This design comes from an exercise in tuning for small area and a short achievable clock period on the open sky130 flow, not from production work. The RTL was checked by simulation tests, not by an equivalence proof against the original design. Power is estimated from default activity; no workload was simulated.

[flow/run.sh]
#!/bin/bash
# synth_recipe.tcl (not shown) runs the flow's synth.tcl, then flattens the netlist and writes it again
# the make line also repeats each setting of config.mk as NAME=value (left out here)
make -C /OpenROAD-flow-scripts/flow DESIGN_CONFIG=/design/flow/config.mk WORK_HOME=/design/flow/orfs CLKGATE_MAP_FILE= SYNTH_SCRIPT=/design/flow/synth_recipe.tcl finish
[flow/config.mk]
export PLATFORM = sky130hd
export DESIGN_NAME = inst_trace_buf
export DESIGN_NICKNAME = inst_trace_buf
export VERILOG_FILES = /design/flow/design.v
export SDC_FILE = /design/flow/constraint.sdc
export NUM_CORES = 4
export LEC_CHECK = 0
export CAP_MARGIN = 20
export CORE_MARGIN = 2
export CORE_UTILIZATION = 50
export CTS_CLUSTER_DIAMETER = 100
export CTS_CLUSTER_SIZE = 25
export SETUP_SLACK_MARGIN = 2.9
export SLEW_MARGIN = 20
export TNS_END_PERCENT = 5
[flow/constraint.sdc]
create_clock -name core_clock -period 5.5 [get_ports {clk}]
set_input_delay 1.1000 -clock core_clock [delete_from_list [all_inputs] [get_ports {clk}]]
set_output_delay 1.1000 -clock core_clock [all_outputs]
set_load 0.01 [all_outputs]
[flow/design.v]
module inst_trace_buf #(
  parameter int DEPTH = 64,
  parameter int PCW   = 30,
  parameter int WRAP  = 0
) (
  input  logic                     clk,
  input  logic                     rst_n,
  input  logic                     ic_stall,
  input  logic                     ic_stall_dly,
  input  logic                     stall,
  input  logic                     stall_ld,
  input  logic                     jmp_cond,
  input  logic                     post_jump_cmd_c,
  input  logic [PCW-1:0]           pc_id,
  input  logic [31:0]              inst_id,
  input  logic                     trace_en,
  input  logic                     trig_en,
  input  logic [PCW-1:0]           trig_pc,
  input  logic                     clear,
  input  logic                     rd_ready,
  output logic                     rd_valid,
  output logic [PCW+1:0]           rd_pc,
  output logic [31:0]              rd_inst,
  output logic [$clog2(DEPTH):0]   count,
  output logic                     full,
  output logic                     overflow,
  output logic                     triggered
);
  localparam int AW = $clog2(DEPTH);
  localparam int CW = AW + 1;
  localparam int DW = PCW + 32;
  localparam int LO = (AW > 3) ? 8 : 2;
  localparam int HI = DEPTH / LO;
  typedef enum logic [1:0] {IDLE, ARMED, CAPTURE, DONE} state_t;
  state_t          state;
  logic [HI-1:0]   wr_hi, rd_hi;
  logic [LO-1:0]   wr_lo, rd_lo;
  logic            valid_q;                
  logic            one_q;                  
  logic [DW-1:0]   out_q;                  
  logic [DW-1:0]   mem [DEPTH];
  logic retire, pop, mem_we, wr;
  logic [DW-1:0] din;
  logic [DW-1:0] mem_rd;
  logic [HI-1:0] wr_hi_nx, rd_hi_nx, rd_hi_sel;
  logic [LO-1:0] wr_lo_nx, rd_lo_nx, rd_lo_sel;
  assign din      = {pc_id, inst_id};
  assign retire   = ~(ic_stall | ic_stall_dly | stall | stall_ld | jmp_cond | post_jump_cmd_c);
  assign rd_valid = valid_q;
  assign full     = count[AW];
  assign pop      = valid_q & rd_ready;
  assign mem_we   = ~full | rd_ready;
  assign wr_lo_nx = {wr_lo[LO-2:0], wr_lo[LO-1]};
  assign rd_lo_nx = {rd_lo[LO-2:0], rd_lo[LO-1]};
  assign wr_hi_nx = wr_lo[LO-1] ? {wr_hi[HI-2:0], wr_hi[HI-1]} : wr_hi;
  assign rd_hi_nx = rd_lo[LO-1] ? {rd_hi[HI-2:0], rd_hi[HI-1]} : rd_hi;
  assign rd_lo_sel = pop ? rd_lo_nx : rd_lo;
  assign rd_hi_sel = pop ? rd_hi_nx : rd_hi;
  typedef struct packed {
    state_t        state;
    logic [CW-1:0] count;
    logic          valid;
    logic          one;
    logic          overflow;
    logic          triggered;
    logic          wr;
  } ctl_t;
  function automatic ctl_t step(input logic h, input state_t st, input logic [CW-1:0] cnt,
                                input logic vld, input logic on, input logic ovf,
                                input logic trg, input logic pp, input logic te,
                                input logic ten);
    ctl_t n;
    logic f, w, d;
    f = cnt[AW];
    w = h & (~f | pp);
    d = h & f & ~pp;
    n.state     = st;
    n.count     = cnt;
    n.valid     = vld;
    n.one       = on;
    n.overflow  = ovf | d;
    n.triggered = trg;
    n.wr        = w;
    if (w && !pp) begin
      n.count = cnt + CW'(1);
      n.valid = 1'b1;
      n.one   = ~vld;
    end else if (pp && !w) begin
      n.count = cnt - CW'(1);
      n.valid = ~on;
      n.one   = (cnt == CW'(2));
    end
    if (!te) begin
      n.state = IDLE;
    end else begin
      case (st)
        IDLE:    n.state = ten ? ARMED : CAPTURE;
        ARMED: begin
          if (h) begin
            n.triggered = 1'b1;
            n.state     = d ? DONE : CAPTURE;
          end
        end
        CAPTURE: if (d) n.state = DONE;
        DONE:    n.state = DONE;
        default: n.state = IDLE;
      endcase
    end
    step = n;
  endfunction
  logic pc_eq, base;
  ctl_t nx_eq, nx_ne, nx;
  assign pc_eq = (pc_id == trig_pc);
  assign base  = retire & trace_en;
  assign nx_eq = step(base & ((state == CAPTURE) | (state == ARMED)), state, count, valid_q,
                      one_q, overflow, triggered, pop, trace_en, trig_en);
  assign nx_ne = step(base & (state == CAPTURE), state, count, valid_q,
                      one_q, overflow, triggered, pop, trace_en, trig_en);
  assign nx    = pc_eq ? nx_eq : nx_ne;
  assign wr    = nx.wr;
  always_ff @(posedge clk or negedge rst_n) begin
    if (!rst_n) begin
      state     <= IDLE;
      wr_hi     <= HI'(1);
      wr_lo     <= LO'(1);
      rd_hi     <= HI'(1);
      rd_lo     <= LO'(1);
      count     <= '0;
      valid_q   <= 1'b0;
      one_q     <= 1'b0;
      overflow  <= 1'b0;
      triggered <= 1'b0;
    end else if (clear) begin
      state     <= IDLE;
      wr_hi     <= HI'(1);
      wr_lo     <= LO'(1);
      rd_hi     <= HI'(1);
      rd_lo     <= LO'(1);
      count     <= '0;
      valid_q   <= 1'b0;
      one_q     <= 1'b0;
      overflow  <= 1'b0;
      triggered <= 1'b0;
    end else begin
      if (wr) begin
        wr_hi <= wr_hi_nx;
        wr_lo <= wr_lo_nx;
      end
      rd_hi     <= rd_hi_sel;
      rd_lo     <= rd_lo_sel;
      state     <= nx.state;
      count     <= nx.count;
      valid_q   <= nx.valid;
      one_q     <= nx.one;
      overflow  <= nx.overflow;
      triggered <= nx.triggered;
    end
  end
  always_comb begin
    mem_rd = '0;
    for (int i = 0; i < DEPTH; i++)
      mem_rd = mem_rd | (mem[i] & {DW{rd_hi_sel[i/LO] & rd_lo_sel[i%LO]}});
  end
  always_ff @(posedge clk) begin
    if (~valid_q | (one_q & rd_ready)) out_q <= din;
    else                               out_q <= mem_rd;
  end
  always_ff @(posedge clk) begin
    for (int i = 0; i < DEPTH; i++)
      if (mem_we && wr_hi[i/LO] && wr_lo[i%LO]) mem[i] <= din;
  end
  assign rd_pc   = {out_q[DW-1:32], 2'b00};
  assign rd_inst = out_q[31:0];
endmodule
==> flow_metrics.py <==
metrics = {
    "global_routing": {
        "overflow": 0,
        "grt_pass1_wl_um": 892300,
        "grt_max_degree": 66,
        "grt_pass1_vias": 91080,
        "antenna_found_initial": 77,
        "grt_usage_pct": 45.71,
    },
    "worst_setup_path": {
        "cp.required_ns": 6.38,
        "r2r-start": "valid_q",
        "worst-path-buf-inv": 3,
        "startpoint_type": "register",
        "rr_worst_depth": 9,
        "worst-path-max-fanout": 19,
        "crit_arrival_ns": 4.33,
        "cpLargestDelayFamily": "compound AO/OA/AOI/OAI gates",
        "r2r_end": "out_q[5]",
        "endpoint_kind": "register",
        "worst-r2r-setup-slack_ns": 2.05,
        "cpMostUsedCell": "buf_8",
        "slowest_delay_ns": 0.81,
        "crit_path_top_delay_cell": "a222oi_1",
        "critPathKind": "register to register",
        "crit_chain": "buf_8, buf_12, and3_2, a21o_4, buf_8, a22o_1, a222oi_1, o211ai_1, o32a_1",
    },
    "die": {
        "die_h_um": 545.9,
        "core_region_area_sq_um": 291600,
        "dieArea_sq_um": 298000,
        "num_io_pins": 179,
        "dieWidth_um": 545.9,
        "fp-row-count": 198,
        "initial_utilization_pct": 50.36,
    },
    "sta": {
        "fmax_mhz": 290.1,
        "skew_ns": 0.05646,
        "rsz0062_at_grt": "yes",
        "period_needed_ns": 3.447,
        "finalSetupViolations": 0,
        "hold_viol": 0,
        "tightest_slew_ns": 1.255,
        "drv_slew": 0,
        "finalSetupTns_ns": 0,
        "timing.slew.headroom_pct": 16.32,
        "finalCritPeriodShare_pct": 62.67,
        "fin_hold_ws_ns": 0.2920,
    },
    "power": {
        "vdd_drop_max_mv": 0.3370,
        "fin_total_pwr_mw": 51.55,
        "p_leak_nw": 54.14,
        "cellPowerDensity_nw_per_um2": 296.3,
    },
    "final_layout": {
        "drive_above_1_share_pct": 20.65,
        "mostFrequentLayoutCells": "edfxtp_1, a22oi_1, buf_4, buf_12, nand2_1",
        "fin_cells": 12980,
        "fin_nets": 8978,
        "utilization_pct": 59.67,
        "layout_commonest_cell": "edfxtp_1",
        "area_growth_syn_to_layout_pct": 18.49,
    },
    "clock_tree": {
        "htreeDepth": 4,
        "path_clk_slew_ns": 0.10,
        "cts_tree": "yes",
        "insertion_delay_ns": 0.99,
        "clkSinkCount": 4075,
        "cts_made_buffers": 188,
        "clockBufferDepth": 4,
        "cts_root_buf": "clkbuf_16",
    },
    "routing": {
        "wl_per_cell_um": 53.58,
        "route.met3.wl_um": 132800,
        "wl_met1_um": 213000,
        "firstDrtPassIters": 9,
        "post-route-drc-count": 0,
        "num_vias": 102200,
        "antenna_left": 0,
        "routed_wirelength_um": 695600,
        "routed_via_density": 7.875,
        "drtIter0Drc": 26460,
        "top_layer_used": "met5",
        "wl_met2_um": 281300,
    },
    "synth": {
        "synthArstFlopShare_pct": 1.104,
        "yosys_warnings": 2,
        "synth_area_per_cell_sq_um": 18.57,
        "synth_cells": 7906,
        "synth_cell_types": 70,
        "synth_flop_cell": "edfxtp_1",
        "synth.ff_latch_count": 4075,
        "ys_seq_area_share_pct": 82.76,
        "syn-cell-area_sq_um": 146800,
        "synth_edf_count": 3968,
    },
    "job": {
        "maxCapViolations": 0,
    },
    "place": {
        "placed_cells": 12070,
        "dpl.hpwl_um": 378900,
        "place_congestion": 0.9149,
        "numPortBuffers": 176,
    },
    "hold_path": {
        "hp-class": "input pin to async pin",
    },
    "run_status": {
        "status": "timing/DRC/antenna clean",
    },
}
## worst register-to-register path, stage by stage, from the launching register on
cell	delay [ns]
dfrtp_4	0.57
buf_8	0.18
buf_12	0.13
and3_2	0.21
a21o_4	0.28
buf_8	0.23
a22o_1	0.24
a222oi_1	0.81
o211ai_1	0.31
o32a_1	0.41
## synth_stat cells (5+ instances only)
library cell | instances | area share [%]
mux2i_1 | 23 | 0.16
o2bb2ai_1 | 10 | 0.060
buf_4 | 5 | 0.026
a32o_1 | 27 | 0.18
buf_1 | 109 | 0.28
a221o_1 | 16 | 0.11
nand3_1 | 95 | 0.32
a31oi_1 | 43 | 0.18
o2111a_1 | 5 | 0.038
a211oi_1 | 5 | 0.026
a21oi_1 | 105 | 0.36
nor2_1 | 184 | 0.47
a2111oi_0 | 27 | 0.16
o221ai_1 | 15 | 0.089
mux2_2 | 5 | 0.038
inv_1 | 13 | 0.033
o22ai_1 | 75 | 0.32
o211ai_1 | 21 | 0.11
nor3_1 | 49 | 0.17
o22a_1 | 7 | 0.042
or4_1 | 11 | 0.056
edfxtp_1 | 3968 | 81
nand4_1 | 197 | 0.84
a22o_1 | 191 | 1.1
a22oi_1 | 1275 | 6.5
a221oi_1 | 107 | 0.64
a21boi_0 | 9 | 0.046
nand2_1 | 230 | 0.59
a222oi_1 | 194 | 1.3
xor2_1 | 30 | 0.18
o2111ai_1 | 37 | 0.22
o32a_1 | 11 | 0.075
o21ai_0 | 37 | 0.13
nor4_1 | 87 | 0.37
and3_1 | 117 | 0.50
clkbuf_1 | 344 | 0.88
buf_2 | 41 | 0.14
dfrtp_1 | 41 | 0.70
or3_1 | 9 | 0.038
ha_1 | 9 | 0.077
a2bb2oi_1 | 5 | 0.030
dfxtp_1 | 62 | 0.85
## cells by family (layout without fill, tap and decap cells)
logic type | after synthesis | in the layout | share of synthesized area, %
DFF | 4075 | 4075 | 82.76
AOI/OAI and AO/OA | 2245 | 2249 | 11.94
and+or+nand+nor | 1002 | 1009 | 3.466
buffers and inverters | 515 | 1603 | 1.370
xor gates and xnor gates | 31 | 31 | 0.1849
muxes | 28 | 28 | 0.1951
adders and majority gates | 9 | 9 | 0.07669
other | 1 | 77 | 0.002554
## repair_timing
item | 4_1_cts | 5_1_grt
cloned | 39 | 3
hold buffers | 0 | 0
pin swaps | 321 | 87
setup endpoints to repair | 4019 | 708
setup buffers | 412 | 55
gates resized for setup | 703 | 127
## power by group
part	total [mW]	switching, mW	internal (mW)
combinational	0.841	0.678	0.164
clock	16.6	9.93	6.68
sequential	34.1	0.0556	34.0
total	51.5	10.7	40.9
## layer usage
layer	GRT usage, %	up-vias
li1	-	35440
met1	57.47	50950
met2	62.59	12640
met3	19.24	3125
met4	34.87	66
met5	0.6410	-
## worst max-delay path by stage
stage                     startpoint        end  depth (start not counted)
after global routing        rd_lo[7]   out_q[1]                         11
final                        valid_q   out_q[5]                          9
after CTS                    valid_q   out_q[5]                         10
after floorplan                stall   count[4]                         11
after detailed placement    rd_ready  out_q[58]                          9
after global placement      rd_ready  out_q[36]                          9
## metrics by stage
| stage | area (sq um) | setup slack [ns] |
|---|---|---|
| 2_1_floorplan | 147000 | 1.905 |
| 3_3_place_gp | 159000 | 0.04295 |
| 3_5_place_dp | 159300 | 0.06097 |
| 4_1_cts | 172700 | 2.223 |
| 5_1_grt | 173800 | 2.130 |
| 6_report | 174000 | 2.053 |
## state kept, by name, indices dropped and copies added, names as in the netlist
name	cells
mem	3968
out_q	62
rd_hi	8
rd_lo	8
wr_hi	8
wr_lo	8
count	7
state	2
one_q	1
overflow	1
triggered	1
valid_q	1
## layout make-up
type	count	area [sq um]
fillers	20920	117600
clock inverters	18	325.3
repair buffers	1258	15030
multi-input cells	3328	26700
flip-flops and latches	4075	121600
inverters	14	65.06
well taps	3900	4880
diodes	75	187.7
clock buffers	313	5205

==> afterwards: timing with drivers on the ports <==
The flow's constraints put no driver on any port. The routed layout listed below was extracted and timed again, unchanged, in two steps. Step 1, drivers: a clkbuf_16 drives clk and a buf_2 each remaining input, both assumed. Step 2, shift: input delay + t, output delay - t, t = (earliest + latest rising clock arrival at the registers) / 2. This alone moves slack from input paths to output paths. Three values: ideal ports, drivers, drivers and shift; two values: the first two.
t, ns: 1.067
slack for setup (ns): 2.053 / 2.053 / 1.186
latest minus earliest clock arrival (ns): 0.069 / 0.069
worst register clock-pin slew, ns: 0.11 / 0.11
pins driven straight from the clock port: 1
After both steps setup and hold are still met in this run. The setup slack of this run moves by 0.000 ns with the drivers and by -0.867 ns with both steps.
